Source: an optimization exercise on an open RTL-to-GDS flow (aim: small area). Production flows keep margins and buffers that such runs may drop.
The RTL was checked by simulation tests, not by an equivalence proof against the original design.
No activity file was given, so power comes from the tool's default toggle rates.

==> module char_ram, before the edit <==
module char_ram (
  input  logic       clk,
  input  logic       rst,
  input  logic       i_start_clear,  
  input  logic       i_we,          
  input  logic [3:0] i_wr_col,
  input  logic [7:0] i_wr_data,
  input  logic       i_move,        
  input  logic       i_clear,       
  output logic [3:0] o_turn,
  input  logic [3:0] i_rd_col,      
  input  logic [3:0] i_rd_src,      
  input  logic       i_rd_hide,     
  output logic [7:0] o_rd_data
);
  logic [7:0] rows [4][16];   
  logic [3:0] turn;
  logic [3:0] next_place;   
  logic [7:0] place_lo;     
  logic [1:0] place_hi;     
  logic [3:0] wr_place;
  logic [7:0] port_d;
  logic [7:0] rd;
  always_ff @(posedge clk) begin
    if (rst || i_start_clear) begin
      turn <= '0;
    end else begin
      turn <= turn + 4'd1;
    end
  end
  assign o_turn   = turn;
  assign next_place = i_rd_col - turn - 4'd1;
  always_ff @(posedge clk) begin
    for (int i = 0; i < 8; i++) place_lo[i] <= (next_place[2:0] == i[2:0]);
    for (int i = 0; i < 2; i++) place_hi[i] <= (next_place[3] == i[0]);
  end
  assign wr_place = i_wr_col - turn - 4'd1;   
  assign port_d   = (i_clear || i_move) ? console_code_pkg::BLANK_CHAR : i_wr_data;
  always_ff @(posedge clk) begin
    for (int k = 0; k < 4; k++) begin
      for (int i = 0; i < 16; i++) begin
        rows[k][i] <= rows[k][(i + 1) % 16];
      end
    end
    if (i_clear || i_move) begin
      rows[0][14] <= rows[3][15];
      rows[1][14] <= rows[0][15];
      rows[2][14] <= rows[1][15];
    end
    for (int i = 0; i < 16; i += 2) begin
      if (i_clear || (i_move && (i == 14)) || (i_we && (wr_place[3:1] == i[3:1]))) begin
        rows[3][i] <= port_d;
      end
    end
  end
  always_comb begin
    logic [7:0] oct [2];
    logic       row_on;
    rd = '0;
    for (int k = 0; k < 4; k++) begin
      row_on = i_rd_src[k];
      if (k == 3) row_on = row_on && !(i_rd_hide && (i_rd_col == i_wr_col));
      for (int q = 0; q < 2; q++) begin
        oct[q] = '0;
        for (int i = 0; i < 8; i++) oct[q] |= rows[k][q*8 + i] & {8{place_lo[i]}};
        rd |= oct[q] & {8{place_hi[q] && row_on}};
      end
    end
  end
  always_ff @(posedge clk) begin
    o_rd_data <= rd;
  end
endmodule
==> module frame_reader, before the edit <==
module frame_reader (
  input  logic       clk,
  input  logic       rst,
  input  logic       i_read_frame_stb,
  input  logic       i_char_req_en,   
  input  logic       i_writer_busy,
  input  logic [1:0] i_frame_cur,    
  input  logic       i_line_clear,    
  output logic       o_busy,
  output logic [3:0] o_rd_col,       
  output logic [3:0] o_rd_src,       
  output logic       o_char_rdy
);
  typedef enum logic [1:0] {
    rd_idle,
    rd_wait_writer,
    rd_setup,
    rd_request
  } rd_state_e;
  rd_state_e  state;
  logic [6:0] pos;      
  logic       req_hit;
  logic       in_delay;
  logic       rdy_d1;   
  assign in_delay = (state == rd_request) && rdy_d1;
  assign req_hit  = (state == rd_request) && !rdy_d1 && i_char_req_en && !i_line_clear;
  assign o_busy   = (state == rd_setup) || (state == rd_request);
  always_ff @(posedge clk) begin
    if (rst) begin
      state      <= rd_idle;
      rdy_d1     <= 1'b0;
      o_char_rdy <= 1'b0;
    end else begin
      rdy_d1     <= req_hit;
      o_char_rdy <= rdy_d1;
      case (state)
        rd_wait_writer: if (!i_writer_busy) state <= rd_setup;   
        rd_setup:       state <= rd_request;
        rd_request:     if (in_delay && (pos == 7'd127)) state <= rd_idle;   
        default: ;
      endcase
      if (i_read_frame_stb) begin
        state <= rd_wait_writer;   
      end
    end
  end
  always_ff @(posedge clk) begin
    if (state == rd_wait_writer) begin
      pos <= '0;
    end else if (in_delay) begin
      pos <= pos + 7'd1;
    end
  end
  logic [1:0] scr;    
  logic [2:0] src;
  assign scr = pos[6:5];
  always_comb begin
    if (scr == i_frame_cur) begin
      src = 3'd3;
    end else if (scr < i_frame_cur) begin
      src = {1'b0, i_frame_cur - scr - 2'd1};
    end else begin
      src = 3'd4;
    end
  end
  assign o_rd_col = pos[3:0];
  always_ff @(posedge clk) begin
    for (int k = 0; k < 4; k++) o_rd_src[k] <= (src == k[2:0]);
  end
endmodule
==> module console_buffer, before the edit <==
module console_buffer (
  input  logic       clk,
  input  logic       rst,
  input  logic       i_char_stb,
  input  logic [7:0] i_char,
  input  logic       i_alt_func_en,
  input  logic [2:0] i_tab_count,
  input  logic       i_clear_screen_stb,
  output logic       o_wr_char_rdy,
  input  logic       i_read_frame_stb,
  input  logic       i_char_req_en,
  output logic       o_char_rdy,
  output logic [7:0] o_char
);
  logic       keep;
  logic       rdy;
  logic       cmd_ctrl;
  logic [7:0] cmd_ch;
  logic       writer_busy;
  logic       reader_busy;
  logic       we;
  logic [3:0] wr_col;
  logic [7:0] wr_data;
  logic       move;
  logic       clear;
  logic       start_clear;
  logic       rd_hide;
  logic [1:0] frame_cur;
  logic [3:0] rd_col;
  logic [3:0] turn;
  logic [3:0] rd_src;
  logic       line_clear;
  char_decoder u_char_decoder (
    .clk(clk),
    .i_char_stb(i_char_stb), .i_char(i_char), .i_alt_func_en(i_alt_func_en),
    .i_rdy(rdy),
    .o_keep(keep), .o_cmd_ctrl(cmd_ctrl), .o_cmd_ch(cmd_ch)
  );
  assign o_wr_char_rdy = rdy;
  cursor_writer u_cursor_writer (
    .clk(clk), .rst(rst),
    .i_char_stb(i_char_stb), .i_keep(keep), .i_cmd_ctrl(cmd_ctrl), .i_cmd_ch(cmd_ch), .i_tab_count(i_tab_count),
    .i_clear_screen_stb(i_clear_screen_stb), .i_reader_busy(reader_busy),
    .o_rdy(rdy), .o_busy(writer_busy), .i_turn(turn), .o_start_clear(start_clear),
    .o_we(we), .o_wr_col(wr_col), .o_wr_data(wr_data), .o_rd_hide(rd_hide),
    .o_move(move), .o_clear(clear),
    .o_frame_cur(frame_cur), .o_line_clear(line_clear)
  );
  char_ram u_char_ram (
    .clk(clk), .rst(rst), .i_start_clear(start_clear), .i_we(we), .i_wr_col(wr_col), .i_wr_data(wr_data),
    .i_move(move), .i_clear(clear), .o_turn(turn),
    .i_rd_col(rd_col), .i_rd_src(rd_src), .i_rd_hide(rd_hide), .o_rd_data(o_char)
  );
  frame_reader u_frame_reader (
    .clk(clk), .rst(rst),
    .i_read_frame_stb(i_read_frame_stb), .i_char_req_en(i_char_req_en),
    .i_writer_busy(writer_busy), .i_frame_cur(frame_cur),
    .i_line_clear(line_clear),
    .o_busy(reader_busy), .o_rd_col(rd_col), .o_rd_src(rd_src), .o_char_rdy(o_char_rdy)
  );
endmodule
clock: 5.0 ns
lec_check: 0
cap_margin: 20
core_margin: 2
core_utilization: 60
cts_buf_list: sky130_fd_sc_hd__clkbuf_8
cts_cluster_diameter: 60
cts_cluster_size: 16
slew_margin: 20
synth_memory_max_bits: 4096
standard.sh (not shown) runs the stock make flow with config.mk's settings and CLKGATE_MAP_FILE= SYNTH_SCRIPT=/design/flow/synth_recipe.tcl, a recipe that flattens the netlist after the stock synthesis.
==> flow/flow/run.sh <==
#!/bin/bash
# Standard layout, with port buffers of the smallest buffer and no dummy clock loads.
set -e
export BUFFER_PORTS_ARGS="-buffer_cell sky130_fd_sc_hd__buf_1"
export CTS_ARGS="-sink_clustering_enable -repair_clock_nets -dont_use_dummy_load -sink_clustering_size 19 -sink_clustering_max_diameter 90 -buf_list sky130_fd_sc_hd__clkbuf_8"
bash standard.sh > standard.log 2>&1
Then changed:
--- a/flow/design.v
+++ b/flow/design.v
@@ -215,17 +215,16 @@
   input  logic       i_move,        
   input  logic       i_clear,       
   output logic [3:0] o_turn,
-  input  logic [3:0] i_rd_col,      
-  input  logic [3:0] i_rd_src,      
+  input  logic [3:0] i_rd_col,
+  input  logic [2:0] i_rd_src,      
   input  logic       i_rd_hide,     
   output logic [7:0] o_rd_data
 );
   logic [7:0] rows [4][16];   
   logic [3:0] turn;
-  logic [3:0] next_place;   
-  logic [7:0] place_lo;     
-  logic [1:0] place_hi;     
+  logic [3:0] rd_place;
   logic [3:0] wr_place;
+  logic [7:0] row_d [4];
   logic [7:0] port_d;
   logic [7:0] rd;
   always_ff @(posedge clk) begin
@@ -236,11 +235,7 @@
     end
   end
   assign o_turn   = turn;
-  assign next_place = i_rd_col - turn - 4'd1;
-  always_ff @(posedge clk) begin
-    for (int i = 0; i < 8; i++) place_lo[i] <= (next_place[2:0] == i[2:0]);
-    for (int i = 0; i < 2; i++) place_hi[i] <= (next_place[3] == i[0]);
-  end
+  assign rd_place = i_rd_col - turn;
   assign wr_place = i_wr_col - turn - 4'd1;   
   assign port_d   = (i_clear || i_move) ? console_code_pkg::BLANK_CHAR : i_wr_data;
   always_ff @(posedge clk) begin
@@ -261,19 +256,25 @@
     end
   end
   always_comb begin
-    logic [7:0] oct [2];
-    logic       row_on;
-    rd = '0;
+    logic [7:0] quad [4];
     for (int k = 0; k < 4; k++) begin
-      row_on = i_rd_src[k];
-      if (k == 3) row_on = row_on && !(i_rd_hide && (i_rd_col == i_wr_col));
-      for (int q = 0; q < 2; q++) begin
-        oct[q] = '0;
-        for (int i = 0; i < 8; i++) oct[q] |= rows[k][q*8 + i] & {8{place_lo[i]}};
-        rd |= oct[q] & {8{place_hi[q] && row_on}};
+      for (int q = 0; q < 4; q++) begin
+        quad[q] = '0;
+        for (int i = 0; i < 4; i++) quad[q] |= rows[k][q*4 + i] & {8{rd_place[1:0] == i[1:0]}};
       end
+      row_d[k] = '0;
+      for (int q = 0; q < 4; q++) row_d[k] |= quad[q] & {8{rd_place[3:2] == q[1:0]}};
     end
   end
+  always_comb begin
+    case (i_rd_src)
+      3'd0:    rd = row_d[0];
+      3'd1:    rd = row_d[1];
+      3'd2:    rd = row_d[2];
+      3'd3:    rd = (i_rd_hide && (i_rd_col == i_wr_col)) ? console_code_pkg::BLANK_CHAR : row_d[3];
+      default: rd = console_code_pkg::BLANK_CHAR;
+    endcase
+  end
   always_ff @(posedge clk) begin
     o_rd_data <= rd;
   end
@@ -289,7 +290,7 @@
   input  logic       i_line_clear,    
   output logic       o_busy,
   output logic [3:0] o_rd_col,       
-  output logic [3:0] o_rd_src,       
+  output logic [2:0] o_rd_src,       
   output logic       o_char_rdy
 );
   typedef enum logic [1:0] {
@@ -346,7 +347,7 @@
   end
   assign o_rd_col = pos[3:0];
   always_ff @(posedge clk) begin
-    for (int k = 0; k < 4; k++) o_rd_src[k] <= (src == k[2:0]);
+    o_rd_src <= src;
   end
 endmodule
 `timescale 1ns/1ns
@@ -380,7 +381,7 @@
   logic [1:0] frame_cur;
   logic [3:0] rd_col;
   logic [3:0] turn;
-  logic [3:0] rd_src;
+  logic [2:0] rd_src;
   logic       line_clear;
   char_decoder u_char_decoder (
     .clk(clk),
After rerunning:
- synthesized cell count decreases by about 2.3%
- cell area goes up by about 6%
- utilization rises by 1.0 points
- non-clock buffer count grows by 7
- power rises by 3.0%
- global-route usage fell by 2.2 points
- wire length went down by 6.5%
- die area goes up by about 5%
- worst setup slack is worse by 0.60 ns
- first-iteration DRC count goes down by about 20%
- sequential power fell by about 3%
- synthesized area goes up by 5.0%

==> afterwards: timing with drivers on the ports <==
How much do the figures lean on ideal ports? The routed layouts below were timed once more, with nothing changed but the port constraints.
Step 1 (the two cells are an assumption about what drives the block):
set clk [get_ports {clk}]
set_driving_cell -lib_cell sky130_fd_sc_hd__clkbuf_16 $clk
set_driving_cell -lib_cell sky130_fd_sc_hd__buf_2 [delete_from_list [all_inputs] $clk]
Step 2, shift: input delay + t, output delay - t, t = (earliest + latest rising clock arrival at the registers) / 2. This alone moves slack from input paths to output paths.
Three values: no drivers, after step 1, after step 2; two values: the first two.
run	shift t [ns]	setup slack, ns	worst hold slack (ns)	clock arrival spread, ns	worst slew at a driven data input, ns
the first run	0.579	1.715 / 1.668 / 2.247	0.267 / 0.267 / 0.267	0.111 / 0.112	0.03
the second run	0.592	1.111 / 1.111 / 1.111	0.327 / 0.327 / 0.327	0.067 / 0.068	0.03
After both steps setup and hold are still met in every run listed.
